From an optimization exercise on the open Yosys and OpenROAD flow, aimed at small area, a short achievable clock period and few clock cycles; shortcuts taken in it are not production practice.
RTL that was checked went through simulation tests only; none was proved equivalent to the original.
Only the layout flow was run in runs 2 to 5; the RTL was not checked for function there.
Power and IR drop assume default switching activity.

`design/flow/flow/run.sh`:
```
#!/bin/bash
set -euo pipefail
export CTS_ARGS="-sink_clustering_enable -repair_clock_nets -dont_use_dummy_load -sink_clustering_size 20 -sink_clustering_max_diameter 80"
bash standard.sh > standard_flow.log 2>&1
```
`design/flow/standard.sh`:
```
#!/bin/bash
# synth_recipe.tcl (not shown) runs the flow's synth.tcl, then flattens the netlist and writes it again
# the make line also repeats each setting of config.mk as NAME=value (left out here)
make -C /OpenROAD-flow-scripts/flow DESIGN_CONFIG=/design/flow/config.mk WORK_HOME=/design/flow/orfs CLKGATE_MAP_FILE= SYNTH_SCRIPT=/design/flow/synth_recipe.tcl "${@:-finish}"
```
`design/flow/config.mk`:
```
export PLATFORM = sky130hd
export DESIGN_NAME = protobuf_read_reply_decoder_top
export DESIGN_NICKNAME = protobuf_read_reply_decoder_top
export VERILOG_FILES = /design/flow/design.v
export SDC_FILE = /design/flow/constraint.sdc
export NUM_CORES = 4
export LEC_CHECK = 0
export CAP_MARGIN = 20
export CORE_MARGIN = 2
export CORE_UTILIZATION = 40
export SETUP_SLACK_MARGIN = 4.0
export SLEW_MARGIN = 20
```
`design/flow/constraint.sdc`:
```
create_clock -name core_clock -period 6.5 [get_ports {clk}]
set_input_delay 1.3000 -clock core_clock [delete_from_list [all_inputs] [get_ports {clk}]]
set_output_delay 1.3000 -clock core_clock [all_outputs]
set_load 0.01 [all_outputs]
```
`design/flow/design.v`:
```
`timescale 1ns / 1ps
`default_nettype none
package rrd_pkg;
	localparam int VALUE_MAX   = 32;
	localparam int MESSAGE_MAX = 4096;
	localparam int DATA_W      = 8;
	localparam int STATUS_W    = 2;
	localparam int WORD_W      = 32;
	localparam int LENGTH_W    = 6;
	localparam int INDEX_W     = 5;
	localparam int PTR_W       = 7;    
	localparam logic [1:0] FC_OTHER    = 2'd0;
	localparam logic [1:0] FC_ERROR    = 2'd1;
	localparam logic [1:0] FC_THROTTLE = 2'd2;
	localparam logic [1:0] FC_VALUE    = 2'd3;
endpackage
`default_nettype wire
`timescale 1ns / 1ps
`default_nettype none
module rrd_parser (
	input  wire logic        clk,
	input  wire logic        arst_n,
	input  wire logic        rx_valid,
	output logic             rx_ready,
	input  wire logic [7:0]  rx_data_byte,
	input  wire logic        rx_end_of_message,
	output logic             wr_en,
	output logic [5:0]       wr_addr,
	output logic [7:0]       wr_data,
	input  wire logic        p_busy,
	input  wire logic        p_thr_busy,
	input  wire logic        out_idle,
	output logic             thr_backup,
	output logic             p_load,
	output logic [1:0]       p_status,
	output logic             p_thr_seen,
	output logic             p_thr_kept,
	output logic             p_present,
	output logic [5:0]       p_len,
	output logic             p_long,
	output logic             p_stop,
	output logic [6:0]       p_base,
	output logic [31:0]      thr,
	input  wire logic        old_v,
	input  wire logic [6:0]  old_ptr
);
	logic       s0_v, s1_v;
	logic [7:0] s0_d, s1_d;
	logic       s0_e, s1_e;
	logic       s0_z, s1_z;      
	logic       take, proc, stall;
	assign rx_ready = !s1_v;
	assign take     = rx_valid && !s1_v;
	assign proc     = s0_v && !stall;
	always_ff @(posedge clk or negedge arst_n) begin
		if (!arst_n) begin
			s0_v <= 1'b0;
			s1_v <= 1'b0;
		end else begin
			if (proc) begin
				s0_v <= s1_v || take;
				s1_v <= 1'b0;
			end else if (!s0_v) begin
				s0_v <= take;
			end else if (take) begin
				s1_v <= 1'b1;
			end
		end
	end
	always_ff @(posedge clk) begin
		if (proc && s1_v) begin
			s0_d <= s1_d;
			s0_e <= s1_e;
			s0_z <= s1_z;
		end else if (take && (proc || !s0_v)) begin
			s0_d <= rx_data_byte;
			s0_e <= rx_end_of_message;
			s0_z <= (rx_data_byte[6:0] == 7'd0);
		end
		if (take && s0_v && !proc) begin
			s1_d <= rx_data_byte;
			s1_e <= rx_end_of_message;
			s1_z <= (rx_data_byte[6:0] == 7'd0);
		end
	end
	logic        ph_tag, ph_val, ph_len, ph_pay, ph_ign;
	logic [3:0]  cnt;
	logic [11:0] acc;
	logic        hz;
	logic        nz;      
	logic        pl;      
	logic [1:0]  cls;
	logic        fits;
	logic [5:0]  nlen;
	logic [6:0]  nbase;
	logic [6:0]  wptr;
	logic        room;
	logic [1:0]  st;
	logic        thr_seen;
	logic        thr_kept;    
	logic        present;
	logic [5:0]  clen;
	logic        long_q;
	logic        stop;
	logic [6:0]  m_old;
	wire [7:0] b   = s0_d;
	wire       eom = s0_e;
	wire       b7  = b[7];
	wire c0 = (cnt == 4'd0);
	wire c1 = (cnt == 4'd1);
	wire c2 = (cnt == 4'd2);
	wire c3 = (cnt == 4'd3);
	wire c4 = (cnt == 4'd4);
	wire c9 = (cnt == 4'd9);
	wire c123 = c1 || c2 || c3;
	wire c2to8 = !c0 && !c1 && !c9;
	wire ph_vint = ph_tag || ph_val || ph_len;
	wire cls_err = (cls == rrd_pkg::FC_ERROR);
	wire cls_thr = (cls == rrd_pkg::FC_THROTTLE);
	wire cls_val = (cls == rrd_pkg::FC_VALUE);
	logic [11:0] acc_v;
	always_comb begin
		acc_v = acc;
		if (c0) acc_v[6:0]   = acc[6:0]   | b[6:0];
		if (c1) acc_v[11:7]  = acc[11:7]  | b[4:0];
	end
	wire any7 = |b[6:0];
	wire hib_tag = (c0 && (b[5] || b[6])) || ((c123 || c4) && any7);
	wire hib_err = (c0 && (|b[6:2])) || (c123 && any7) || (c4 && (|b[3:0]));
	wire hib_len = (c1 && (b[5] || b[6])) || (c2to8 && any7) || (c9 && b[0]);
	wire hi_tag  = hz || hib_tag;
	wire hi_err  = hz || hib_err;
	wire hi_len  = hz || hib_len;
	wire hib     = ph_tag ? hib_tag : (ph_val ? hib_err : hib_len);
	wire done    = ph_vint && !b7;            
	wire ovf     = ph_vint && b7 && c9;       
	wire [2:0] wt = acc_v[2:0];
	wire [1:0] cls_new = hi_tag ? rrd_pkg::FC_OTHER : acc_v[4:3];
	wire len_zero = !nz && (c9 ? !b[0] : s0_z);
	wire len_fit  = !hi_len && (acc_v[11:5] == 7'd0 || acc_v[11:0] == 12'd32);
	wire wr_req   = ph_pay && fits;
	wire thr_start = ph_val && cls_thr && c0;
	assign stall = (p_busy && eom) || (thr_start && (p_thr_busy || (thr_seen && !out_idle)))
	            || (wr_req && !room);
	assign thr_backup = proc && thr_start && thr_seen;
	wire v_done  = ph_val && !b7;
	wire l_done  = ph_len && !b7;
	wire p_done  = ph_pay && pl;
	wire commit_full  = p_done && fits;
	wire commit_empty = l_done && len_zero && cls_val;
	wire drop         = p_done && !fits && cls_val;
	wire err_commit   = v_done && cls_err;
	wire thr_commit   = v_done && cls_thr;
	assign wr_en   = s0_v && wr_req && room;
	assign wr_addr = wptr[5:0];
	assign wr_data = b;
	wire [6:0] wptr_n = wptr + {6'd0, wr_req};
	logic [1:0] st_n;
	logic       thr_seen_n, thr_kept_n, present_n, long_n, stop_n;
	logic [5:0] clen_n;
	logic [6:0] m_old_n;
	always_comb begin
		st_n       = st;
		thr_seen_n = thr_seen || thr_commit;
		thr_kept_n = !thr_commit && (thr_kept || (thr_start && thr_seen));
		present_n  = present;
		clen_n     = clen;
		long_n     = long_q;
		stop_n     = stop || ovf || (ph_tag && !b7 && wt != 3'd0 && wt != 3'd2);
		m_old_n    = m_old;
		if (err_commit) st_n = hi_err ? 2'd3 : acc_v[1:0];
		if (commit_full) begin
			present_n = 1'b1;
			clen_n    = nlen;
			long_n    = 1'b0;
			m_old_n   = nbase;
		end else if (commit_empty) begin
			present_n = 1'b1;
			clen_n    = 6'd0;
			long_n    = 1'b0;
			m_old_n   = wptr;
		end else if (drop) begin
			present_n = 1'b0;
			clen_n    = 6'd0;
			long_n    = 1'b1;
			m_old_n   = wptr;
		end
	end
	assign p_load     = proc && eom;
	assign p_status   = st_n;
	assign p_thr_seen = thr_seen_n;
	assign p_thr_kept = thr_kept_n;
	assign p_present  = present_n;
	assign p_len      = clen_n;
	assign p_long     = long_n;
	assign p_stop     = stop_n;
	assign p_base     = m_old_n;
	wire [6:0] used = wptr - (old_v ? old_ptr : m_old);
	always_ff @(posedge clk) begin
		if (proc && ph_val && cls_thr) begin
			if (c0)       thr[6:0]   <= b[6:0];
			if (c0 || c1) thr[13:7]  <= {7{c1}} & b[6:0];
			if (c0 || c2) thr[20:14] <= {7{c2}} & b[6:0];
			if (c0 || c3) thr[27:21] <= {7{c3}} & b[6:0];
			if (c0 || c4) thr[31:28] <= {4{c4}} & b[3:0];
		end
		if (proc && l_done) begin
			nlen  <= acc_v[5:0];
			nbase <= wptr;
		end
	end
	always_ff @(posedge clk or negedge arst_n) begin
		if (!arst_n) begin
			ph_tag   <= 1'b1;
			ph_val   <= 1'b0;
			ph_len   <= 1'b0;
			ph_pay   <= 1'b0;
			ph_ign   <= 1'b0;
			cnt      <= 4'd0;
			acc      <= 12'd0;
			hz       <= 1'b0;
			nz       <= 1'b0;
			pl       <= 1'b0;
			cls      <= rrd_pkg::FC_OTHER;
			fits     <= 1'b0;
			wptr     <= 7'd0;
			room     <= 1'b1;
			st       <= 2'd0;
			thr_seen <= 1'b0;
			thr_kept <= 1'b0;
			present  <= 1'b0;
			clen     <= 6'd0;
			long_q   <= 1'b0;
			stop     <= 1'b0;
			m_old    <= 7'd0;
		end else begin
			if (proc && wr_req) wptr <= wptr + 7'd1;
			room <= !used[6] && !(s0_v && wr_req && room && used[5:0] == 6'd63);
			if (proc) begin
				if (eom) begin
					ph_tag   <= 1'b1;
					ph_val   <= 1'b0;
					ph_len   <= 1'b0;
					ph_pay   <= 1'b0;
					ph_ign   <= 1'b0;
					cnt      <= 4'd0;
					acc      <= 12'd0;
					hz       <= 1'b0;
					nz       <= 1'b0;
					cls      <= rrd_pkg::FC_OTHER;
					fits     <= 1'b0;
					st       <= 2'd0;
					thr_seen <= 1'b0;
					thr_kept <= 1'b0;
					present  <= 1'b0;
					clen     <= 6'd0;
					long_q   <= 1'b0;
					stop     <= 1'b0;
					m_old    <= wptr_n;
				end else begin
					st       <= st_n;
					thr_seen <= thr_seen_n;
					thr_kept <= thr_kept_n;
					present  <= present_n;
					clen     <= clen_n;
					long_q   <= long_n;
					stop     <= stop_n;
					m_old    <= m_old_n;
					if (ph_vint) begin
						if (!b7) begin
							cnt <= 4'd0;
							hz  <= 1'b0;
							nz  <= 1'b0;
						end else begin
							cnt <= c9 ? 4'd0 : cnt + 4'd1;
							hz  <= hz || hib;
							nz  <= nz || !s0_z;
						end
					end
					pl <= ph_pay ? (acc[11:0] == 12'd2) : (acc_v[11:0] == 12'd1);
					if (ph_pay) begin
						acc[11:0] <= acc[11:0] - 12'd1;
					end else if (ph_vint) begin
						if (b7 || ph_len) acc <= acc_v;
						else acc <= 12'd0;
					end
					if (ph_tag && !b7) begin
						cls <= cls_new;
						ph_tag <= 1'b0;
						if (wt == 3'd0) ph_val <= 1'b1;
						else if (wt == 3'd2) ph_len <= 1'b1;
						else ph_ign <= 1'b1;
					end
					if (ph_val && !b7) begin
						ph_val <= 1'b0;
						ph_tag <= 1'b1;
					end
					if (ph_len && !b7) begin
						ph_len <= 1'b0;
						fits   <= cls_val && len_fit;
						if (len_zero) begin
							ph_tag <= 1'b1;
						end else if (hi_len) begin
							ph_ign <= 1'b1;
						end else begin
							ph_pay <= 1'b1;
						end
					end
					if (ovf) begin
						ph_tag <= 1'b0;
						ph_val <= 1'b0;
						ph_len <= 1'b0;
						ph_ign <= 1'b1;
					end
					if (ph_pay && pl) begin
						ph_pay <= 1'b0;
						ph_tag <= 1'b1;
					end
				end
			end
		end
	end
endmodule
`default_nettype wire
`timescale 1ns / 1ps
`default_nettype none
module rrd_emit (
	input  wire logic        clk,
	input  wire logic        arst_n,
	input  wire logic        wr_en,
	input  wire logic [5:0]  wr_addr,
	input  wire logic [7:0]  wr_data,
	output logic             p_busy,
	output logic             p_thr_busy,
	output logic             out_idle,
	input  wire logic        thr_backup,
	input  wire logic        p_load,
	input  wire logic [1:0]  p_status,
	input  wire logic        p_thr_seen,
	input  wire logic        p_thr_kept,
	input  wire logic        p_present,
	input  wire logic [5:0]  p_len,
	input  wire logic        p_long,
	input  wire logic        p_stop,
	input  wire logic [6:0]  p_base,
	input  wire logic [31:0] thr,
	output logic             old_v,
	output logic [6:0]       old_ptr,
	output logic             tx_valid,
	input  wire logic        tx_ready,
	output logic [1:0]       tx_status_code,
	output logic [31:0]      tx_throttle_ms,
	output logic             tx_value_present,
	output logic [5:0]       tx_value_length,
	output logic [7:0]       tx_value_byte,
	output logic [4:0]       tx_byte_index,
	output logic             tx_value_too_long,
	output logic             tx_stopped_early,
	output logic             tx_last_result
);
	logic [7:0] mem [64];
	always_ff @(posedge clk) begin
		if (wr_en) mem[wr_addr] <= wr_data;
	end
	logic       q_v;
	logic [1:0] q_st;
	logic       q_ts, q_tk, q_pr, q_lg, q_sp;
	logic [5:0] q_len;
	logic [6:0] q_base;
	logic       cv, cnew, czero;
	logic [4:0] ck, cend;
	logic [6:0] rptr;
	logic       o_v, o_last, o_pr, o_lg, o_sp;
	logic [7:0] o_byte;
	logic [4:0] o_idx;
	logic [1:0] o_st;
	logic [31:0] o_thr;
	logic [5:0] o_len;
	wire adv   = cv && (!o_v || tx_ready);
	wire clast = (ck == cend);
	wire cload = q_v && !(cv && cnew) && (!cv || (adv && clast));
	assign p_busy  = q_v;
	assign p_thr_busy = q_v && q_ts && !q_tk;
	logic idle_q;
	assign out_idle   = idle_q;
	assign old_v   = cv || q_v;
	assign old_ptr = cv ? rptr : q_base;
	always_ff @(posedge clk or negedge arst_n) begin
		if (!arst_n) begin
			q_v <= 1'b0;
			idle_q <= 1'b1;
			rptr <= 7'd0;
			o_byte <= 8'd0;
			cv  <= 1'b0;
			o_v <= 1'b0;
		end else begin
			if (cload) rptr <= q_base;
			else if (adv) rptr <= rptr + 7'd1;
			if (adv) o_byte <= czero ? 8'd0 : mem[rptr[5:0]];
			idle_q <= !o_v && !cv && !q_v;
			if (p_load) q_v <= 1'b1;
			else if (adv && cnew) q_v <= 1'b0;
			if (cload) cv <= 1'b1;
			else if (adv && clast) cv <= 1'b0;
			if (adv) o_v <= 1'b1;
			else if (tx_ready) o_v <= 1'b0;
		end
	end
	always_ff @(posedge clk) begin
		if (p_load) begin
			q_st   <= p_status;
			q_ts   <= p_thr_seen;
			q_tk   <= p_thr_kept;
			q_pr   <= p_present;
			q_len  <= p_len;
			q_lg   <= p_long;
			q_sp   <= p_stop;
			q_base <= p_base;
		end
		if (cload) begin
			cnew  <= 1'b1;
			czero <= (q_len == 6'd0);
			ck    <= 5'd0;
			cend  <= (q_len == 6'd0) ? 5'd0 : 5'(q_len - 6'd1);
		end else if (adv) begin
			cnew <= 1'b0;
			ck   <= ck + 5'd1;
		end
		if ((adv && cnew && !q_tk) || thr_backup) begin
			o_thr <= thr & {32{q_ts || thr_backup}};
		end
		if (adv) begin
			o_idx  <= ck;
			o_last <= clast;
			if (cnew) begin
				o_st  <= q_st;
				o_pr  <= q_pr;
				o_len <= q_len;
				o_lg  <= q_lg;
				o_sp  <= q_sp;
			end
		end
	end
	assign tx_valid          = o_v;
	assign tx_status_code    = o_st;
	assign tx_throttle_ms    = o_thr;
	assign tx_value_present  = o_pr;
	assign tx_value_length   = o_len;
	assign tx_value_byte     = o_byte;
	assign tx_byte_index     = o_idx;
	assign tx_value_too_long = o_lg;
	assign tx_stopped_early  = o_sp;
	assign tx_last_result    = o_last;
endmodule
`default_nettype wire
`timescale 1ns / 1ps
`default_nettype none
module protobuf_read_reply_decoder_top (
	input  wire logic                   clk,
	input  wire logic                   arst_n,
	input  wire logic                   bytes_valid,
	output logic                        bytes_ready,
	input  wire logic [rrd_pkg::DATA_W-1:0]      bytes_data_byte,
	input  wire logic                   bytes_end_of_message,
	output logic                        results_valid,
	input  wire logic                   results_ready,
	output logic [rrd_pkg::STATUS_W-1:0]         results_status_code,
	output logic [rrd_pkg::WORD_W-1:0]           results_throttle_ms,
	output logic                        results_value_present,
	output logic [rrd_pkg::LENGTH_W-1:0]         results_value_length,
	output logic [rrd_pkg::DATA_W-1:0]           results_value_byte,
	output logic [rrd_pkg::INDEX_W-1:0]          results_byte_index,
	output logic                        results_value_too_long,
	output logic                        results_stopped_early,
	output logic                        results_last_result
);
	logic        wr_en;
	logic [5:0]  wr_addr;
	logic [7:0]  wr_data;
	logic        p_busy, p_thr_busy, out_idle, thr_backup, p_load, p_thr_seen, p_thr_kept, p_present, p_long, p_stop;
	logic [1:0]  p_status;
	logic [5:0]  p_len;
	logic [6:0]  p_base;
	logic [31:0] thr;
	logic        old_v;
	logic [6:0]  old_ptr;
	rrd_parser u_parser (
		.clk               (clk),
		.arst_n            (arst_n),
		.rx_valid          (bytes_valid),
		.rx_ready          (bytes_ready),
		.rx_data_byte      (bytes_data_byte),
		.rx_end_of_message (bytes_end_of_message),
		.wr_en             (wr_en),
		.wr_addr           (wr_addr),
		.wr_data           (wr_data),
		.p_busy            (p_busy),
		.p_thr_busy        (p_thr_busy),
		.out_idle          (out_idle),
		.thr_backup        (thr_backup),
		.p_load            (p_load),
		.p_status          (p_status),
		.p_thr_seen        (p_thr_seen),
		.p_thr_kept        (p_thr_kept),
		.p_present         (p_present),
		.p_len             (p_len),
		.p_long            (p_long),
		.p_stop            (p_stop),
		.p_base            (p_base),
		.thr               (thr),
		.old_v             (old_v),
		.old_ptr           (old_ptr)
	);
	rrd_emit u_emit (
		.clk               (clk),
		.arst_n            (arst_n),
		.wr_en             (wr_en),
		.wr_addr           (wr_addr),
		.wr_data           (wr_data),
		.p_busy            (p_busy),
		.p_thr_busy        (p_thr_busy),
		.out_idle          (out_idle),
		.thr_backup        (thr_backup),
		.p_load            (p_load),
		.p_status          (p_status),
		.p_thr_seen        (p_thr_seen),
		.p_thr_kept        (p_thr_kept),
		.p_present         (p_present),
		.p_len             (p_len),
		.p_long            (p_long),
		.p_stop            (p_stop),
		.p_base            (p_base),
		.thr               (thr),
		.old_v             (old_v),
		.old_ptr           (old_ptr),
		.tx_valid          (results_valid),
		.tx_ready          (results_ready),
		.tx_status_code    (results_status_code),
		.tx_throttle_ms    (results_throttle_ms),
		.tx_value_present  (results_value_present),
		.tx_value_length   (results_value_length),
		.tx_value_byte     (results_value_byte),
		.tx_byte_index     (results_byte_index),
		.tx_value_too_long (results_value_too_long),
		.tx_stopped_early  (results_stopped_early),
		.tx_last_result    (results_last_result)
	);
endmodule
`default_nettype wire
```
==> results.toml, run 1 <==
[power_and_ir_drop]
p_sw_share_pct = 33.4
comb_power_share_pct = 34.0
p_sw_w = 0.00445
pwr_density_cell_nw_per_um2 = 388
share_clk_of_total_power_pct = 19.8
leakagePower_nw = 11.3
p_seq_share_pct = 46.2
peakVddDrop_mv = 0.228
intPower_w = 0.00887

[worst_setup_path]
cp_max_fo = 2
worstPathRequired_ps = 5200
path_delay_family = "flip-flops"
cp_slowest_cell = "dfrtp_1"
setup.worst_path.end_class = "output port"
crit_arrival_ps = 1250
path_class = "reg2out"
cp_cell_sequence = "buf_2"
critPathBufInv = 1
start_kind = "register"
crit_path_max_incr_delay_ps = 450

[synth]
synthCells = 1792
yosysSeqAreaShare_pct = 71.9
synth_seq_cells = 733
synth_edf_count = 652
netlist_area_um2 = 30000
synth_nets = 1820
yosys_warnings = 2
async_flop_share_pct = 10.2
syn_area_per_cell_um2 = 16.7
yosys.cell_types.count = 76
yosys_most_used_dff = "edfxtp_1"

[run]
maxCapViolCount = 0

[clock_network]
cts_buffers = 44
clkTransAtPathRegs_ps = 80
cts_sinks = 733
root_buffer = "clkbuf_16"
postCtsHoldBufs = 0
max-clock-path-buffers = 3
cts_max_level = 2
clock_latency_ps = 630
cts_tree = "done"

[floorplanning]
start_util_pct = 40.4
die_area_um2 = 77200
core_um2 = 74300
die_w_um = 278
die_height_um = 278
rows = 100
pin_count = 72

[finish]
antenna_cells = 0
drive_gt1_share_pct = 27.3
fillCellCount = 6358
syn_to_final_growth_pct = 14.3
postLayoutCellArea_um2 = 34300
nets = 1949

[routing]
drc = 0
first_iter_violations = 1866
num_vias = 16500
viasPerCell = 5.73
postRouteAntennaNets = 0
routed_wl_mm = 72.5
wl_per_cell_um = 25.1
firstDrtPassIters = 7

[grt]
grt_usage_pct = 18.6
grt_pass1_wl_mm = 108
grt_max_degree = 74
grt_pass1_vias = 16700
overflow = 0
antenna_found_initial = 0

[sta]
setup_viol = 0
maxSlewViolCount = 0
tns_ps = 0
max_slew_margin_pct = 35.3
worstMarginPinSlew_ps = 971
timing.final.crit_share_pct = 39.2
grt_setup_unrepaired = "yes"
setup_slack_ps = 3950
hold_viol = 0
fin_worst_skew_ps = 91.0
fin_crit_ps = 2550
max_freq_mhz = 392

[placement]
placedInstanceArea_um2 = 31800
dp_slack_ps = 2610
dpl.hpwl_mm = 42.9
portBuffers = 71
gp_congestion = 0.832

[min_path]
min_path_type = "reg2reg"

[status]
status = "timing/DRC/antenna clean"
placed cells by master (no fill, tap or decap), drive strengths merged, types with 7 or more instances in the layout:
cell,Yosys,layout
nor2b,47,47
a22o,20,20
a211oi,9,9
and2,27,27
ha,14,14
nor4,12,12
mux2,18,18
o22ai,10,10
clkdlybuf4s50,0,11
or2,12,12
o21ai,71,72
xnor2,17,17
a221oi,10,10
a22oi,7,7
clkbuf,55,51
a31oi,11,11
a21oi,47,48
mux2i,47,47
nand2b,14,14
nand4,8,8
nand3,45,45
dfrtp,72,72
xor2,15,15
buf,40,156
a21o,7,7
nand2,88,88
nor3,29,29
nor2,127,127
edfxtp,652,652
inv,29,29
mux4,124,124
kinds of logic (layout without fill, tap and decap cells):
| family | after synthesis | after routing | share of synthesized area (%) |
|---|---|---|---|
| DFF | 733 | 733 | 71.9 |
| and+or+nand+nor | 445 | 445 | 7.44 |
| AOI/OAI and AO/OA | 253 | 255 | 5.73 |
| muxes | 189 | 189 | 11.5 |
| buffers and inverters | 125 | 250 | 1.79 |
| xor gates and xnor gates | 32 | 32 | 0.934 |
| adders and majority gates | 15 | 15 | 0.650 |
area by class of cell:
type	instances	area [um2]	share of cell area [%]
Inverter	30	121	0.354
Tap cell	969	1210	3.53
Multi-Input combinational cell	936	8710	25.4
Sequential cell	733	21600	63.0
Clock buffer	44	1100	3.21
Timing Repair Buffer	176	1550	4.50
layer usage:
metal	wire length (um)	track usage (%)	vias up
met5	0	0	-
met4	1690	4.63	0
met3	4420	3.23	98
met2	35700	30.7	505
met1	30700	25.6	8637
li1	-	-	7303
registers in the layout (all words and copies together), names as in the netlist, 7 cells and up:
register / flops
u_parser.wptr: 7
u_emit.mem: 512
u_emit.o_thr: 32
u_emit.o_byte: 8
u_parser.acc: 12
u_emit.rptr: 7
u_parser.nbase: 7
u_emit.q_base: 7
u_parser.s0_d: 8
u_parser.m_old: 7
u_parser.thr: 32
u_parser.s1_d: 8
synth_stat cells (28+ instances only):
library cell,count,area [um2]
nor2_1,127,477
edfxtp_1,652,19600
nand2_1,88,330
nand3_1,45,225
nor3_1,28,140
clkbuf_1,55,206
inv_1,28,105
a21oi_1,46,230
mux4_2,124,2790
buf_2,28,140
dfrtp_1,72,1800
o21ai_0,71,355
mux2i_1,47,470
nor2b_1,47,294
worst paths after layout:
check / end / cells past startpoint / slack [ps] / startpoint
min in group asynchronous: u_parser.acc[9] / 1 / 650 / arst_n
min reg2reg: u_emit.o_sp / 0 / 430 / u_emit.q_sp
max: results_value_byte[4] / 1 / 3950 / u_emit.o_byte[4]
min: u_emit.o_sp / 0 / 430 / u_emit.q_sp
max in group asynchronous: u_emit.rptr[2] / 2 / 4700 / arst_n
max reg2reg: u_parser.thr[25] / 9 / 4020 / u_emit.q_v
power groups by stage:
stage	registers, W	logic, W	clock network, W
final	0.00615	0.00453	0.00264
after global routing	0.00618	0.00487	0.00285
after CTS	0.00615	0.00430	0.00270
after detailed placement	0.00642	0.00381	0
after global placement	0.00640	0.00376	0
after floorplan	0.00628	0.00264	0
through the flow:
step	power [W]	std cells	utilization, %	hold slack, ps
after global routing	0.0139	2888	46.2	432
final	0.0133	2888	46.2	426
after global placement	0.0102	2759	42.7	412
after floorplan	0.00892	1792	-	400
after CTS	0.0132	2850	45.5	427
after detailed placement	0.0102	2760	42.7	407
repair_timing:
action,CTS,global route
setup endpoints to repair,812,605
gates resized for setup,410,60
hold endpoints to repair,0,0
buffers inserted,43,36
gates cloned,3,2
pin swaps,10,8
Testbench counts, summed over its fixed seeds: cycles 51,353.
==> run 2: changes to the inputs <==
--- a/design/flow/design.v
+++ b/design/flow/design.v
@@ -367,8 +367,8 @@
 	logic       q_ts, q_tk, q_pr, q_lg, q_sp;
 	logic [5:0] q_len;
 	logic [6:0] q_base;
-	logic       cv, cnew, czero;
-	logic [4:0] ck, cend;
+	logic       cv, cnew;
+	logic [4:0] ck;
 	logic [6:0] rptr;
 	logic       o_v, o_last, o_pr, o_lg, o_sp;
 	logic [7:0] o_byte;
@@ -377,7 +377,9 @@
 	logic [31:0] o_thr;
 	logic [5:0] o_len;
 	wire adv   = cv && (!o_v || tx_ready);
-	wire clast = (ck == cend);
+	wire [5:0] ck_inc = {1'b0, ck} + 6'd1;
+	wire clast = cnew ? (q_len[5:1] == 5'd0) : (ck_inc == o_len);
+	wire czero = cnew && (q_len == 6'd0);
 	wire cload = q_v && !(cv && cnew) && (!cv || (adv && clast));
 	assign p_busy  = q_v;
 	assign p_thr_busy = q_v && q_ts && !q_tk;
@@ -419,12 +421,10 @@
 		end
 		if (cload) begin
 			cnew  <= 1'b1;
-			czero <= (q_len == 6'd0);
 			ck    <= 5'd0;
-			cend  <= (q_len == 6'd0) ? 5'd0 : 5'(q_len - 6'd1);
 		end else if (adv) begin
 			cnew <= 1'b0;
-			ck   <= ck + 5'd1;
+			ck   <= ck_inc[4:0];
 		end
 		if ((adv && cnew && !q_tk) || thr_backup) begin
 			o_thr <= thr & {32{q_ts || thr_backup}};
==> design/flow/flow/run.sh (replaced) <==
#!/bin/bash
set -euo pipefail
export CTS_ARGS="-sink_clustering_enable -repair_clock_nets -dont_use_dummy_load -sink_clustering_size 20 -sink_clustering_max_diameter 200"
bash standard.sh > standard_flow.log 2>&1
==> results.toml, run 2 <==
[min_path]
hold_path_end = "u_emit.o_st[0]"
whs_path_depth = 0
min_path_type = "reg2reg"
hp-start = "u_emit.q_st[0]"

[finish]
regMostFlops = "u_emit.mem"
drive_gt1_share_pct = 28.4
fillCellCount = 6235
post-route-util_pct = 46.5
top_regs = "u_emit.mem x512, u_emit.o_thr x32, u_parser.thr x32"
final_cell_mix = "646 x edfxtp_1, 124 x mux4_2, 86 x buf_4"
nets = 1958
final_common_cell = "edfxtp_1"
largest_register_ffs = 512
syn_to_final_growth_pct = 15.4

[sta]
timing.final.crit_share_pct = 39.7
hold_viol = 0
max_freq_mhz = 388
tns_ps = 0
fin_crit_ps = 2580
setup_slack_ps = 3920
max_slew_margin_pct = 39.1
setup_viol = 0
fin_worst_skew_ps = 58.8
grt_setup_unrepaired = "yes"
maxSlewViolCount = 0
worstMarginPinSlew_ps = 914

[synth]
synth_edf_count = 646
synth_area_leaders = "edfxtp_1 65%, mux4_2 9.3%, dfrtp_1 6.0%, mux2i_1 1.8%, nor2_1 1.6%"
synth_seq_cells = 727
syn_area_per_cell_um2 = 16.8
yosysSeqAreaShare_pct = 71.2
yosys_most_used_dff = "edfxtp_1"
synth_top_cell_by_area = "edfxtp_1"
synth_most_common_cell = "edfxtp_1"
async_flop_share_pct = 10.3
synth_top_cells_by_count = "646 x edfxtp_1, 126 x nor2_1, 124 x mux4_2"
synth_top_area_share_pct = 64.6
yosys.cell_types.count = 84
yosys_warnings = 2
synth_nets = 1810
netlist_area_um2 = 30000
synthCells = 1783

[floorplanning]
die_area_um2 = 77300
die_w_um = 278
pin_count = 72
core_um2 = 74400
rows = 100
die_height_um = 278
start_util_pct = 40.3

[routing]
postRouteAntennaNets = 0
drc = 0
firstDrtPassIters = 6
viasPerCell = 5.81
first_iter_violations = 1844
num_vias = 16800
wl_per_cell_um = 26.0
routed_wl_mm = 75.5

[power_and_ir_drop]
pwr_density_cell_nw_per_um2 = 394
leakagePower_nw = 11.4
peakVddDrop_mv = 0.231

[grt]
grt_usage_pct = 19.3
grt_max_degree = 77
grt_pass1_vias = 16900
grt_pass1_wl_mm = 112
antenna_found_initial = 0
overflow = 0

[worst_setup_path]
rr_worst_depth = 4
path_delay_family = "simple AND/OR/NAND/NOR gates"
critPathBufInv = 0
worstPathRequired_ps = 6740
cp_max_fo = 25
path_class = "reg2reg"
start_kind = "register"
cp_cell_sequence = "and2_1 > nand3_1 > or2_2 > nor2_2"
reg2reg_to = "u_emit.mem[23][2]"
setup.worst_path.end_class = "register"
cp_slowest_cell = "dfrtp_4"
crit_path_max_incr_delay_ps = 610
reg2reg_slack_ps = 3920
r2r_start = "u_parser.ph_pay"
crit_arrival_ps = 2820

[placement]
portBuffers = 71
dpl.hpwl_mm = 43.0
dp_slack_ps = 2830
gp_congestion = 0.856

[clock_network]
clock_latency_ps = 600
cts_tree = "done"
clkTransAtPathRegs_ps = 90
cts_sinks = 727
root_buffer = "clkbuf_16"
cts_max_level = 2
postCtsHoldBufs = 0
cts_buffers = 42
max-clock-path-buffers = 3

[status]
status = "timing/DRC/antenna clean"

[run]
maxCapViolCount = 0
-- run 2: how the worst max path moves through the flow --
| stage | slack (ps) | from | endpoint | depth (start not counted) |
|---|---|---|---|---|
| 2_1_floorplan | 3890 | u_parser.ph_val | u_parser.thr[10] | 7 |
| 3_3_place_gp | 2640 | u_parser.cnt[0] | u_emit.o_thr[1] | 6 |
| 3_5_place_dp | 2830 | u_parser.cnt[3] | u_emit.o_thr[24] | 6 |
| 4_1_cts | 3890 | u_parser.ph_pay | u_emit.mem[63][2] | 4 |
| 5_1_grt | 3880 | u_parser.ph_pay | u_emit.mem[23][0] | 4 |
| 6_report | 3920 | u_parser.ph_pay | u_emit.mem[23][2] | 4 |
-- run 2: report_power, final --
| group | total, W | internal (W) | switching [W] |
|---|---|---|---|
| Clock | 0.00257 | 0.00115 | 0.00142 |
| Combinational | 0.00488 | 0.00205 | 0.00283 |
| Sequential | 0.00620 | 0.00580 | 0.000391 |
-- run 2: final cells by class --
| cell class | instances | area [um2] | share of cell area (%) |
|---|---|---|---|
| Sequential cell | 727 | 21400 | 61.9 |
| Multi-Input combinational cell | 938 | 8870 | 25.6 |
| Timing Repair Buffer | 198 | 1980 | 5.71 |
| Tap cell | 969 | 1210 | 3.50 |
| Clock buffer | 42 | 1050 | 3.03 |
| Inverter | 24 | 97.6 | 0.282 |
| Antenna cell | 1 | 2.50 | 0.00722 |
-- run 2: cell families after synthesis --
logic type	count (synthesis)	share of synthesized area (%)
AOI/OAI and AO/OA	247	5.81
xor gates and xnor gates	32	0.933
adders and majority gates	14	0.608
DFF	727	71.2
buffers and inverters	122	2.02
muxes	203	12.0
and+or+nand+nor	438	7.35
-- run 2: layer usage --
metal  vias up  track usage, %  share of wire (%)
li1       7279               -                  -
met1      8880            27.3                 43
met2       588            31.6                 49
met3       102            2.38                5.4
met4         0            5.14                2.5
met5         -               0                  0
-- run 2: timing repair --
action,in CTS,in global routing
resized for setup,421,52
setup buffers,64,34
setup endpoints to repair,791,594
hold endpoints to repair,0,0
cloned,8,4
pin swaps,24,19
-- run 2: per-stage QoR --
step	instances	cell area, um2	hold slack (ps)	total power [W]
final	2899	34600	428	0.0137
after global routing	2898	34600	434	0.0142
after CTS	2860	34000	422	0.0134
after detailed placement	2746	31700	406	0.0104
after global placement	2746	31700	411	0.0103
after floorplan	1783	30100	400	0.00904
==> run 3: changes to the inputs <==
--- a/design/flow/design.v
+++ b/design/flow/design.v
@@ -45,25 +45,27 @@
 	input  wire logic [6:0]  old_ptr
 );
 	logic       s0_v, s1_v;
+	logic       s1_free;         
 	logic [7:0] s0_d, s1_d;
 	logic       s0_e, s1_e;
 	logic       s0_z, s1_z;      
 	logic       take, proc, stall;
-	assign rx_ready = !s1_v;
-	assign take     = rx_valid && !s1_v;
+	assign s1_v     = !s1_free;
+	assign rx_ready = s1_free;
+	assign take     = rx_valid && s1_free;
 	assign proc     = s0_v && !stall;
 	always_ff @(posedge clk or negedge arst_n) begin
 		if (!arst_n) begin
-			s0_v <= 1'b0;
-			s1_v <= 1'b0;
+			s0_v    <= 1'b0;
+			s1_free <= 1'b1;
 		end else begin
 			if (proc) begin
-				s0_v <= s1_v || take;
-				s1_v <= 1'b0;
+				s0_v    <= s1_v || take;
+				s1_free <= 1'b1;
 			end else if (!s0_v) begin
-				s0_v <= take;
+				s0_v    <= take;
 			end else if (take) begin
-				s1_v <= 1'b1;
+				s1_free <= 1'b0;
 			end
 		end
 	end
@@ -367,8 +369,8 @@
 	logic       q_ts, q_tk, q_pr, q_lg, q_sp;
 	logic [5:0] q_len;
 	logic [6:0] q_base;
-	logic       cv, cnew;
-	logic [4:0] ck;
+	logic       cv, cnew, czero;
+	logic [4:0] ck, cend;
 	logic [6:0] rptr;
 	logic       o_v, o_last, o_pr, o_lg, o_sp;
 	logic [7:0] o_byte;
@@ -377,9 +379,7 @@
 	logic [31:0] o_thr;
 	logic [5:0] o_len;
 	wire adv   = cv && (!o_v || tx_ready);
-	wire [5:0] ck_inc = {1'b0, ck} + 6'd1;
-	wire clast = cnew ? (q_len[5:1] == 5'd0) : (ck_inc == o_len);
-	wire czero = cnew && (q_len == 6'd0);
+	wire clast = (ck == cend);
 	wire cload = q_v && !(cv && cnew) && (!cv || (adv && clast));
 	assign p_busy  = q_v;
 	assign p_thr_busy = q_v && q_ts && !q_tk;
@@ -421,10 +421,12 @@
 		end
 		if (cload) begin
 			cnew  <= 1'b1;
+			czero <= (q_len == 6'd0);
 			ck    <= 5'd0;
+			cend  <= (q_len == 6'd0) ? 5'd0 : 5'(q_len - 6'd1);
 		end else if (adv) begin
 			cnew <= 1'b0;
-			ck   <= ck_inc[4:0];
+			ck   <= ck + 5'd1;
 		end
 		if ((adv && cnew && !q_tk) || thr_backup) begin
 			o_thr <= thr & {32{q_ts || thr_backup}};
==> results.toml, run 3 <==
[finish]
final_cell_count_no_fill = 2841
largest_register_ffs = 512
fillCellCount = 6240
drive_gt1_share_pct = 28.5
antenna_cells = 0
regMostFlops = "u_emit.mem"
final_cell_mix = "652 x edfxtp_1, 131 x mux4_2, 75 x nand2_1"
post-route-util_pct = 46.1
final_common_cell = "edfxtp_1"
top_regs = "u_emit.mem x512, u_emit.o_thr x32, u_parser.thr x32"
syn_to_final_growth_pct = 14.0
nets = 1902
postLayoutCellArea_um2 = 34300

[floorplanning]
die_height_um = 278
core_um2 = 74400
die_area_um2 = 77500
die_w_um = 278
start_util_pct = 40.4
pin_count = 72
rows = 100

[placement]
gp_congestion = 0.845
placed_cells = 2732
portBuffers = 71
dpl.hpwl_mm = 42.4
placedInstanceArea_um2 = 31800

[sta]
tns_ps = 0
maxSlewViolCount = 0
worstMarginPinSlew_ps = 922
timing.final.crit_share_pct = 39.4
max_freq_mhz = 390
fin_worst_skew_ps = 37.9
setup_viol = 0
fin_crit_ps = 2560
max_slew_margin_pct = 38.5
grt_setup_unrepaired = "yes"
hold_viol = 0

[synth]
synth_area_leaders = "edfxtp_1 65%, mux4_2 9.8%, dfrtp_1 5.9%, mux2i_1 1.7%, nor2_1 1.7%"
synth_edf_count = 652
netlist_area_um2 = 30100
yosys_warnings = 2
synth_top_cells_by_count = "652 x edfxtp_1, 136 x nor2_1, 131 x mux4_2"
synth_seq_cells = 733
yosysSeqAreaShare_pct = 71.7
yosys.cell_types.count = 81
yosys_most_used_dff = "edfxtp_1"
synth_most_common_cell = "edfxtp_1"
syn_area_per_cell_um2 = 17.0
synth_nets = 1795
async_flop_share_pct = 10.2
synth_top_cell_by_area = "edfxtp_1"
synthCells = 1767
synth_top_area_share_pct = 65.0

[worst_setup_path]
worstPathRequired_ps = 5200
path_delay_family = "flip-flops"
path_class = "reg2out"
crit_arrival_ps = 1260
setup.worst_path.end_class = "output port"
start_kind = "register"
crit_path_max_incr_delay_ps = 560
critPathBufInv = 1
cp_max_fo = 2
cp_slowest_cell = "dfstp_2"
cp_cell_sequence = "buf_6"

[grt]
globalRouteMet3Util_pct = 2.33
grt_max_degree = 76
grt_pass1_wl_mm = 108
overflow = 0
grt-busiest-layer = "met2"
antenna_found_initial = 1
use_met2_pct = 30.2
grt_usage_pct = 18.6
grt_pass1_vias = 16300
grt_util_met1_pct = 26.6

[routing]
viasPerCell = 5.78
first_iter_violations = 1768
firstDrtPassIters = 7
num_vias = 16400
drc = 0
wl_per_cell_um = 25.6
routed_wl_mm = 72.9
postRouteAntennaNets = 0

[min_path]
min_path_type = "reg2reg"

[power_and_ir_drop]
share_clk_of_total_power_pct = 19.5
p_sw_w = 0.00441
intPower_w = 0.00882
p_seq_share_pct = 45.8
peakVddDrop_mv = 0.272
leakagePower_nw = 11.2
comb_power_share_pct = 34.8
pwr_density_cell_nw_per_um2 = 385
p_sw_share_pct = 33.3

[clock_network]
cts_tree = "done"
max-clock-path-buffers = 3
clock_latency_ps = 600
root_buffer = "clkbuf_16"
clkTransAtPathRegs_ps = 90
cts_max_level = 2
cts_sinks = 733
cts_buffers = 42

[run]
maxCapViolCount = 0

[status]
status = "timing/DRC/antenna clean"
-- run 3: path summary, 6_finish.rpt --
check                      slack [ps]                to             start  cells past startpoint
setup / recovery                 3940       bytes_ready  u_parser.s1_free                      1
hold / removal                    430       u_emit.o_pr       u_emit.q_pr                      0
setup reg to reg                 4020  u_emit.o_byte[2]    u_emit.rptr[0]                      8
hold reg to reg                   430       u_emit.o_pr       u_emit.q_pr                      0
max in group asynchronous        5110        u_emit.q_v            arst_n                      1
min in group asynchronous         750   u_parser.acc[9]            arst_n                      1
-- run 3: cells by family after synthesis --
| logic type | Yosys count | synth area share (%) |
|---|---|---|
| xor+xnor | 34 | 0.989 |
| buf+inv | 125 | 1.88 |
| simple gates | 420 | 7.24 |
| compound gates | 239 | 5.35 |
| fa+ha+maj | 15 | 0.648 |
| mux | 201 | 12.2 |
| flops | 733 | 71.7 |
-- run 3: metrics by stage --
step	hold WS (ps)	worst slack, ps	total power, W
2_1_floorplan	400	3750	0.00881
3_3_place_gp	413	2800	0.0100
3_5_place_dp	415	2720	0.0101
4_1_cts	435	3900	0.0131
5_1_grt	446	3880	0.0138
6_report	432	3940	0.0132
-- run 3: repair_timing --
action,in CTS,in global routing
hold endpoints to repair,0,0
resized for setup,434,43
hold buffers,0,0
cloned,5,4
pin swaps,13,3
buffers inserted,51,7
setup endpoints to repair,831,165
-- run 3: power groups by stage --
stage | Clock, W | Combinational (W) | Sequential, W
floorplan | 0 | 0.00257 | 0.00625
global placement | 0 | 0.00365 | 0.00640
detailed placement | 0 | 0.00372 | 0.00641
CTS | 0.00264 | 0.00444 | 0.00606
global route | 0.00279 | 0.00489 | 0.00608
finish | 0.00257 | 0.00460 | 0.00606
-- run 3: metal layers --
layer / wire, um / vias up
li1: - / 7156
met5: 0 / -
met3: 4400 / 103
met2: 35000 / 599
met1: 31400 / 8569
met4: 2050 / 0
-- run 3: layout make-up --
class | instances | area [um2] | area share [%]
well taps | 969 | 1210 | 3.53
flip-flops and latches | 733 | 21600 | 63.0
repair buffers | 156 | 1610 | 4.69
inverters | 28 | 114 | 0.332
clock buffers | 42 | 1050 | 3.06
multi-input cells | 913 | 8710 | 25.4
==> run 4: changes to the inputs <==
--- a/design/flow/design.v
+++ b/design/flow/design.v
@@ -45,27 +45,25 @@
 	input  wire logic [6:0]  old_ptr
 );
 	logic       s0_v, s1_v;
-	logic       s1_free;         
 	logic [7:0] s0_d, s1_d;
 	logic       s0_e, s1_e;
 	logic       s0_z, s1_z;      
 	logic       take, proc, stall;
-	assign s1_v     = !s1_free;
-	assign rx_ready = s1_free;
-	assign take     = rx_valid && s1_free;
+	assign rx_ready = !s1_v;
+	assign take     = rx_valid && !s1_v;
 	assign proc     = s0_v && !stall;
 	always_ff @(posedge clk or negedge arst_n) begin
 		if (!arst_n) begin
-			s0_v    <= 1'b0;
-			s1_free <= 1'b1;
+			s0_v <= 1'b0;
+			s1_v <= 1'b0;
 		end else begin
 			if (proc) begin
-				s0_v    <= s1_v || take;
-				s1_free <= 1'b1;
+				s0_v <= s1_v || take;
+				s1_v <= 1'b0;
 			end else if (!s0_v) begin
-				s0_v    <= take;
+				s0_v <= take;
 			end else if (take) begin
-				s1_free <= 1'b0;
+				s1_v <= 1'b1;
 			end
 		end
 	end
@@ -364,7 +362,7 @@
 	always_ff @(posedge clk) begin
 		if (wr_en) mem[wr_addr] <= wr_data;
 	end
-	logic       q_v;
+	logic       q_v, q_go;
 	logic [1:0] q_st;
 	logic       q_ts, q_tk, q_pr, q_lg, q_sp;
 	logic [5:0] q_len;
@@ -372,39 +370,42 @@
 	logic       cv, cnew, czero;
 	logic [4:0] ck, cend;
 	logic [6:0] rptr;
+	logic       r_v, r_last, r_first;
+	logic [7:0] r_byte;
+	logic [4:0] r_idx;
 	logic       o_v, o_last, o_pr, o_lg, o_sp;
 	logic [7:0] o_byte;
 	logic [4:0] o_idx;
 	logic [1:0] o_st;
 	logic [31:0] o_thr;
 	logic [5:0] o_len;
-	wire adv   = cv && (!o_v || tx_ready);
+	wire mv_o  = r_v && (!o_v || tx_ready);
+	wire mv_r  = cv && (!r_v || mv_o);
 	wire clast = (ck == cend);
-	wire cload = q_v && !(cv && cnew) && (!cv || (adv && clast));
-	assign p_busy  = q_v;
+	wire cload = q_v && !q_go && (!cv || (mv_r && clast));
+	wire q_out = mv_o && r_first;
+	assign p_busy     = q_v;
 	assign p_thr_busy = q_v && q_ts && !q_tk;
-	logic idle_q;
-	assign out_idle   = idle_q;
-	assign old_v   = cv || q_v;
-	assign old_ptr = cv ? rptr : q_base;
+	assign out_idle   = !o_v && !r_v && !cv && !q_v;
+	assign old_v      = cv || q_v;
+	assign old_ptr    = cv ? rptr : q_base;
 	always_ff @(posedge clk or negedge arst_n) begin
 		if (!arst_n) begin
 			q_v <= 1'b0;
-			idle_q <= 1'b1;
-			rptr <= 7'd0;
-			o_byte <= 8'd0;
+			q_go <= 1'b0;
 			cv  <= 1'b0;
+			r_v <= 1'b0;
 			o_v <= 1'b0;
 		end else begin
-			if (cload) rptr <= q_base;
-			else if (adv) rptr <= rptr + 7'd1;
-			if (adv) o_byte <= czero ? 8'd0 : mem[rptr[5:0]];
-			idle_q <= !o_v && !cv && !q_v;
 			if (p_load) q_v <= 1'b1;
-			else if (adv && cnew) q_v <= 1'b0;
+			else if (q_out) q_v <= 1'b0;
+			if (p_load) q_go <= 1'b0;
+			else if (cload) q_go <= 1'b1;
 			if (cload) cv <= 1'b1;
-			else if (adv && clast) cv <= 1'b0;
-			if (adv) o_v <= 1'b1;
+			else if (mv_r && clast) cv <= 1'b0;
+			if (mv_r) r_v <= 1'b1;
+			else if (mv_o) r_v <= 1'b0;
+			if (mv_o) o_v <= 1'b1;
 			else if (tx_ready) o_v <= 1'b0;
 		end
 	end
@@ -424,17 +425,26 @@
 			czero <= (q_len == 6'd0);
 			ck    <= 5'd0;
 			cend  <= (q_len == 6'd0) ? 5'd0 : 5'(q_len - 6'd1);
-		end else if (adv) begin
+			rptr  <= q_base;
+		end else if (mv_r) begin
 			cnew <= 1'b0;
 			ck   <= ck + 5'd1;
+			rptr <= rptr + 7'd1;
 		end
-		if ((adv && cnew && !q_tk) || thr_backup) begin
+		if (mv_r) begin
+			r_byte  <= czero ? 8'd0 : mem[rptr[5:0]];
+			r_idx   <= ck;
+			r_last  <= clast;
+			r_first <= cnew;
+		end
+		if ((q_out && !q_tk) || thr_backup) begin
 			o_thr <= thr & {32{q_ts || thr_backup}};
 		end
-		if (adv) begin
-			o_idx  <= ck;
-			o_last <= clast;
-			if (cnew) begin
+		if (mv_o) begin
+			o_byte <= r_byte;
+			o_idx  <= r_idx;
+			o_last <= r_last;
+			if (r_first) begin
 				o_st  <= q_st;
 				o_pr  <= q_pr;
 				o_len <= q_len;
==> results.toml, run 4 <==
[floorplanning]
die_w_um = 279
rows = 100
die_height_um = 279
core_um2 = 74700
die_area_um2 = 78000
pin_count = 72
start_util_pct = 40.6

[finish]
final_cell_mix = "682 x edfxtp_1, 128 x mux4_2, 73 x nand2_1, 73 x nor2_1, 66 x a21oi_1"
post-route-util_pct = 46.1
antenna_cells = 0
nets = 1912
syn_to_final_growth_pct = 13.5
drive_gt1_share_pct = 25.3
final_cell_count_no_fill = 2851
final_common_cell = "edfxtp_1"
regMostFlops = "u_emit.mem"
largest_register_ffs = 512
top_regs = "u_emit.mem x512, u_emit.o_thr x32, u_parser.thr x32"

[synth]
yosys.cell_types.count = 77
synth_top_cells_by_count = "682 x edfxtp_1, 139 x nor2_1, 128 x mux4_2"
synth_area_leaders = "edfxtp_1 68%, mux4_2 9.5%, dfrtp_1 4.9%, nor2_1 1.7%, a21oi_1 1.1%"
synth_most_common_cell = "edfxtp_1"
synth_seq_cells = 749
synthCells = 1772
synth_edf_count = 682
yosys_most_used_dff = "edfxtp_1"
yosysSeqAreaShare_pct = 73.0
synth_top_area_share_pct = 67.6
synth_nets = 1800
syn_area_per_cell_um2 = 17.1
async_flop_share_pct = 8.14
synth_top_cell_by_area = "edfxtp_1"
yosys_warnings = 2
netlist_area_um2 = 30300

[status]
status = "timing/DRC/antenna clean"

[min_path]
whs_path_depth = 0
hp-start = "u_emit.r_last"
hold_path_end = "u_emit.o_last"
min_path_type = "reg2reg"

[routing]
drc = 0
num_vias = 16400
routed_wl_mm = 73.0
first_iter_violations = 1599
viasPerCell = 5.75
postRouteAntennaNets = 0
firstDrtPassIters = 5
wl_per_cell_um = 25.6

[sta]
timing.final.crit_share_pct = 39.5
tns_ps = 0
setup_slack_ps = 3930
maxSlewViolCount = 0
max_slew_margin_pct = 34.0
worstMarginPinSlew_ps = 982
hold_viol = 0
fin_crit_ps = 2570
fin_worst_skew_ps = 67.7
hold_slack_ps = 422
grt_setup_unrepaired = "yes"
max_freq_mhz = 389
setup_viol = 0

[power_and_ir_drop]
share_clk_of_total_power_pct = 20.2
p_seq_share_pct = 48.4
leakagePower_nw = 11.3
intPower_w = 0.00874
p_sw_share_pct = 32.9
comb_power_share_pct = 31.4
peakVddDrop_mv = 0.232
p_sw_w = 0.00428
pwr_density_cell_nw_per_um2 = 378

[worst_setup_path]
setup.worst_path.end_class = "register"
cp_max_fo = 33
rr_worst_depth = 5
cp_cell_sequence = "clkbuf_16 > mux4_2 > a22o_1 > a221oi_1 > a221oi_1"
start_kind = "register"
reg2reg_to = "u_emit.r_byte[6]"
path_delay_family = "compound AO/OA/AOI/OAI gates"
worstPathRequired_ps = 6830
path_class = "reg2reg"
critPathBufInv = 1
crit_arrival_ps = 2900
r2r_start = "u_emit.rptr[1]"
crit_path_max_incr_delay_ps = 720
cp_slowest_cell = "edfxtp_1"
crit_top_cell = "a221oi_1"
reg2reg_slack_ps = 3930

[placement]
portBuffers = 71
gp_congestion = 0.829
placed_cells = 2749
dp_slack_ps = 2680
dpl.hpwl_mm = 43.5

[grt]
grt_pass1_wl_mm = 108
grt_max_degree = 70
grt_pass1_vias = 16600
overflow = 0
antenna_found_initial = 1
grt_usage_pct = 18.5

[clock_network]
clkTransAtPathRegs_ps = 90
root_buffer = "clkbuf_16"
postCtsHoldBufs = 0
max-clock-path-buffers = 3
clock_latency_ps = 620
cts_max_level = 2
cts_sinks = 749
cts_tree = "done"
cts_buffers = 43

[run]
maxCapViolCount = 0
## run 4: cell count changes after synthesis, sizes merged, moves of 10 or more
cell	before	now
o21ai	60	49
mux2i	51	21
dfrtp	71	59
edfxtp	652	682
a22oi	6	39
nand3	28	38
a21oi	49	68
o22ai	18	8
o221ai	10	0
## run 4: worst max path at each step
stage                           startpoint                    end  slack, ps  cells after the start
after global placement       results_ready         u_emit.rptr[1]       2690                      7
after global routing      u_emit.o_byte[0]  results_value_byte[0]       3880                      1
final                       u_emit.rptr[1]       u_emit.r_byte[6]       3930                      5
after floorplan              results_ready        u_emit.o_thr[0]       3780                      4
after CTS                 u_emit.o_byte[0]  results_value_byte[0]       3900                      1
after detailed placement     results_ready         u_emit.rptr[1]       2680                      7
## run 4: layout make-up
class,count,area [um2]
Clock buffer,43,1080
Sequential cell,749,22100
Fill cell,6265,40300
Inverter,26,105
Timing Repair Buffer,159,1450
Tap cell,969,1210
Multi-Input combinational cell,905,8410
## run 4: cells by family (layout without fill, tap and decap cells)
kind of cell / Yosys count / count (layout) / share of synthesized area, %
xor gates and xnor gates: 34 / 34 / 0.982
buffers and inverters: 120 / 228 / 1.73
AOI/OAI and AO/OA: 253 / 255 / 5.66
muxes: 164 / 164 / 10.8
and+or+nand+nor: 437 / 437 / 7.22
adders and majority gates: 15 / 15 / 0.644
DFF: 749 / 749 / 73.0
## run 4: stage by stage
stage               power [W]  instance area [um2]
floorplan             0.00874                30400
global placement       0.0100                32100
detailed placement     0.0101                32100
CTS                    0.0129                34000
global route           0.0136                34400
finish                 0.0130                34400
## run 4: repair_timing
item	4_1_cts	5_1_grt
gates resized for setup	422	34
setup buffers	25	23
pin swaps	9	12
gates cloned	7	4
hold endpoints to repair	0	0
endpoints found under the setup margin	827	493
## run 4: routing by layer
layer	part of all wire, %	GRT usage (%)
met4	2.8	5.25
met3	5.0	2.19
met1	43	25.5
met2	50	31.2
met5	0	0
## run 4: power by group through the flow
| stage | Combinational [W] | Clock [W] | Sequential (W) |
|---|---|---|---|
| global route | 0.00438 | 0.00283 | 0.00634 |
| finish | 0.00408 | 0.00263 | 0.00631 |
| floorplan | 0.00228 | 0 | 0.00647 |
| CTS | 0.00392 | 0.00269 | 0.00633 |
| global placement | 0.00361 | 0 | 0.00643 |
| detailed placement | 0.00366 | 0 | 0.00644 |
==> run 5: changes to the inputs <==
--- a/design/flow/design.v
+++ b/design/flow/design.v
@@ -386,17 +386,25 @@
 	wire q_out = mv_o && r_first;
 	assign p_busy     = q_v;
 	assign p_thr_busy = q_v && q_ts && !q_tk;
-	assign out_idle   = !o_v && !r_v && !cv && !q_v;
+	logic idle_q;
+	assign out_idle   = idle_q;
 	assign old_v      = cv || q_v;
 	assign old_ptr    = cv ? rptr : q_base;
 	always_ff @(posedge clk or negedge arst_n) begin
 		if (!arst_n) begin
 			q_v <= 1'b0;
+			idle_q <= 1'b1;
+			rptr <= 7'd0;
+			o_byte <= 8'd0;
 			q_go <= 1'b0;
 			cv  <= 1'b0;
 			r_v <= 1'b0;
 			o_v <= 1'b0;
 		end else begin
+			if (cload) rptr <= q_base;
+			else if (mv_r) rptr <= rptr + 7'd1;
+			if (mv_o) o_byte <= r_byte;
+			idle_q <= !o_v && !r_v && !cv && !q_v;
 			if (p_load) q_v <= 1'b1;
 			else if (q_out) q_v <= 1'b0;
 			if (p_load) q_go <= 1'b0;
@@ -425,11 +433,9 @@
 			czero <= (q_len == 6'd0);
 			ck    <= 5'd0;
 			cend  <= (q_len == 6'd0) ? 5'd0 : 5'(q_len - 6'd1);
-			rptr  <= q_base;
 		end else if (mv_r) begin
 			cnew <= 1'b0;
 			ck   <= ck + 5'd1;
-			rptr <= rptr + 7'd1;
 		end
 		if (mv_r) begin
 			r_byte  <= czero ? 8'd0 : mem[rptr[5:0]];
@@ -441,7 +447,6 @@
 			o_thr <= thr & {32{q_ts || thr_backup}};
 		end
 		if (mv_o) begin
-			o_byte <= r_byte;
 			o_idx  <= r_idx;
 			o_last <= r_last;
 			if (r_first) begin
==> results.toml, run 5 <==
[routing]
postRouteAntennaNets = 0
viasPerCell = 5.82
first_iter_violations = 1683
wl_per_cell_um = 25.9
num_vias = 17400
routed_wl_mm = 77.6
firstDrtPassIters = 7
drc = 0

[floorplanning]
core_um2 = 75800
pin_count = 72
start_util_pct = 40.3
die_w_um = 280
die_height_um = 280
die_area_um2 = 78700
rows = 101

[placement]
dpl.hpwl_mm = 42.8
gp_congestion = 0.830
portBuffers = 71

[synth]
syn_area_per_cell_um2 = 16.6
yosys_warnings = 2
synthCells = 1843
synth_top_cell_by_area = "edfxtp_1"
synth-compound-area-share_pct = 6.00
synth_top_cells_by_count = "667 x edfxtp_1, 143 x nor2_1, 107 x mux4_2"
synth_area_leaders = "edfxtp_1 66%, mux4_2 7.9%, dfrtp_1 6.1%, mux2i_1 1.9%, nor2_1 1.8%"
yosysSeqAreaShare_pct = 72.2
synth_edf_count = 667
synth_seq_cells = 750
synth_top_family_by_area = "multiplexers"
muxShareOfSynthArea_pct = 10.9
synth_top_area_share_pct = 65.5
synth_nets = 1871
synth_adder_area_share_pct = 0.638
async_flop_share_pct = 10.3
netlist_area_um2 = 30600
synth_most_common_cell = "edfxtp_1"
synth_simple_gate_area_share_pct = 7.37
yosys_most_used_dff = "edfxtp_1"
yosys.cell_types.count = 79
synthXorXnorAreaFrac_pct = 0.974

[min_path]
whs_path_depth = 0
min_path_type = "reg2reg"

[sta]
tns_ps = 0
worstMarginPinSlew_ps = 986
fin_worst_skew_ps = 79.3
max_freq_mhz = 397
grt_setup_unrepaired = "yes"
timing.final.crit_share_pct = 38.8
setup_viol = 0
fin_crit_ps = 2520
maxSlewViolCount = 0
hold_viol = 0
max_slew_margin_pct = 34.3

[clock_network]
root_buffer = "clkbuf_16"
clock_latency_ps = 610
cts_buffers = 43
cts_max_level = 2
cts_sinks = 750
max-clock-path-buffers = 3
clkTransAtPathRegs_ps = 90
cts_tree = "done"

[grt]
antenna_found_initial = 0
grt_max_degree = 76
use_met2_pct = 30.3
grt-busiest-layer = "met2"
grt_usage_pct = 18.7
globalRouteMet3Util_pct = 2.71
grt_pass1_vias = 16900
grt_util_met1_pct = 26.7
overflow = 0
grt_pass1_wl_mm = 110

[worst_setup_path]
start_kind = "register"
path_class = "reg2reg"
crit_path_max_incr_delay_ps = 570
rr_worst_depth = 7
crit_cells = 7
critPathBufInv = 2
crit_arrival_ps = 2800
cp_max_fo = 7
cp_cell_sequence = "or4_4 > buf_4 > o311ai_4 > nand2b_4 > buf_6 > nor2_4 > mux2_4"
worstPathRequired_ps = 6780
setup.worst_path.end_class = "register"
path_delay_family = "simple AND/OR/NAND/NOR gates"
cp_slowest_cell = "or4_4"

[power_and_ir_drop]
peakVddDrop_mv = 0.221
leakagePower_nw = 12.2
pwr_density_cell_nw_per_um2 = 399
total_power_w = 0.0144

[run]
maxCapViolCount = 0

[finish]
syn_to_final_growth_pct = 18.2
top_regs = "u_emit.mem x512, u_emit.o_thr x32, u_parser.thr x32"
antenna_cells = 0
nets = 2045
drive_gt1_share_pct = 29.4
final_cell_mix = "667 x edfxtp_1, 107 x mux4_2, 80 x nand2_1"
regMostFlops = "u_emit.mem"
largest_register_ffs = 512
final_common_cell = "edfxtp_1"

[status]
status = "timing/DRC/antenna clean"
## run 5: where the power goes
group          switching [W]  internal, W
clock                0.00146      0.00118
sequential          0.000310      0.00601
combinational        0.00318      0.00227
total                0.00495      0.00946
## run 5: per-stage QoR
stage | hold slack, ps | cells | instance area, um2 | setup slack [ps] | utilization, %
2_1_floorplan | 400 | 1843 | 30700 | 3800 | -
3_3_place_gp | 410 | 2814 | 32300 | 2610 | 42.6
3_5_place_dp | 405 | 2814 | 32300 | 2580 | 42.6
4_1_cts | 428 | 2902 | 34500 | 3890 | 45.5
5_1_grt | 442 | 2993 | 36100 | 3920 | 47.7
6_report | 424 | 2993 | 36100 | 3980 | 47.7
## run 5: area by class of cell
cell class              count  area (um2)
clock buffers              43        1080
repair buffers            231        2550
flip-flops and latches    750       22100
fillers                  6264       39700
inverters                  25        96.3
multi-input cells         966        9080
well taps                 978        1220
## run 5: kinds of logic (layout without fill, tap and decap cells)
kind of cell,Yosys count,count (layout)
XOR/XNOR,34,34
adder cells (fa/ha/maj),15,15
multiplexers,192,192
AND/OR/NAND/NOR,456,460
buffers and inverters,132,299
AO/OA/AOI/OAI,264,265
flip-flops,750,750
## run 5: final timing paths
path / start / to / slack [ps]
setup reg to reg: u_parser.cnt[2] / u_parser.s0_d[1] / 3980
max in group asynchronous: arst_n / u_emit.rptr[0] / 4660
hold / removal: u_emit.r_idx[2] / u_emit.o_idx[2] / 420
setup / recovery: u_parser.cnt[2] / u_parser.s0_d[1] / 3980
hold reg to reg: u_emit.r_idx[2] / u_emit.o_idx[2] / 420
min in group asynchronous: arst_n / u_parser.cnt[2] / 540
## run 5: layer usage
metal | share of wire (%) | up-vias
met5 | 0 | -
met4 | 2.3 | 0
met3 | 6.1 | 105
met2 | 48 | 592
met1 | 43 | 9145
li1 | - | 7570
## run 5: timing repair
action,in CTS,in global routing
setup endpoints to repair,830,634
resized for setup,450,114
setup buffers,38,74
gates cloned,7,17
pin swaps,11,56
hold buffers,0,0
endpoints found under the hold margin,0,0
## run 5: worst reg2reg max path: cells and delay by family, from the launching register on
family	cells	cell delay, ps
AO/OA/AOI/OAI	1	230
multiplexers	1	300
flip-flops	1	530
buffers and inverters	2	320
AND/OR/NAND/NOR	3	860

-- static timing again, ports no longer ideal --
No port has a modelled driver above. Below, the same layouts with a new extraction and two added sets of constraints. Step 1 assumes that a clkbuf_16 drives the clock port and a buf_2 every other input. Step 2 moves the port delays by t, midway between the first and last clock arrival at a register: inputs arrive t later, outputs are due t later. That takes back most of the time a late clock gives input paths. Three values: no drivers, after step 1, after step 2; two values: the first two.
| run | shift t [ns] | slack for setup (ns) | worst slew at a driven data input, ns | pins driven straight from the clock port |
|---|---|---|---|---|
| run 1 | 0.637 | 3.950 / 3.894 / 3.427 | 0.04 | 1 |
| run 2 | 0.631 | 3.922 / 3.922 / 3.438 | 0.03 | 1 |
| run 3 | 0.641 | 3.939 / 3.877 / 3.482 | 0.05 | 1 |
| run 4 | 0.644 | 3.930 / 3.888 / 3.532 | 0.04 | 1 |
| run 5 | 0.631 | 3.979 / 3.965 / 3.469 | 0.04 | 1 |
After both steps setup and hold are still met in every run listed. For run 1, which loses most, drivers alone change the setup slack by -0.056 ns; drivers and shift together by -0.523 ns.
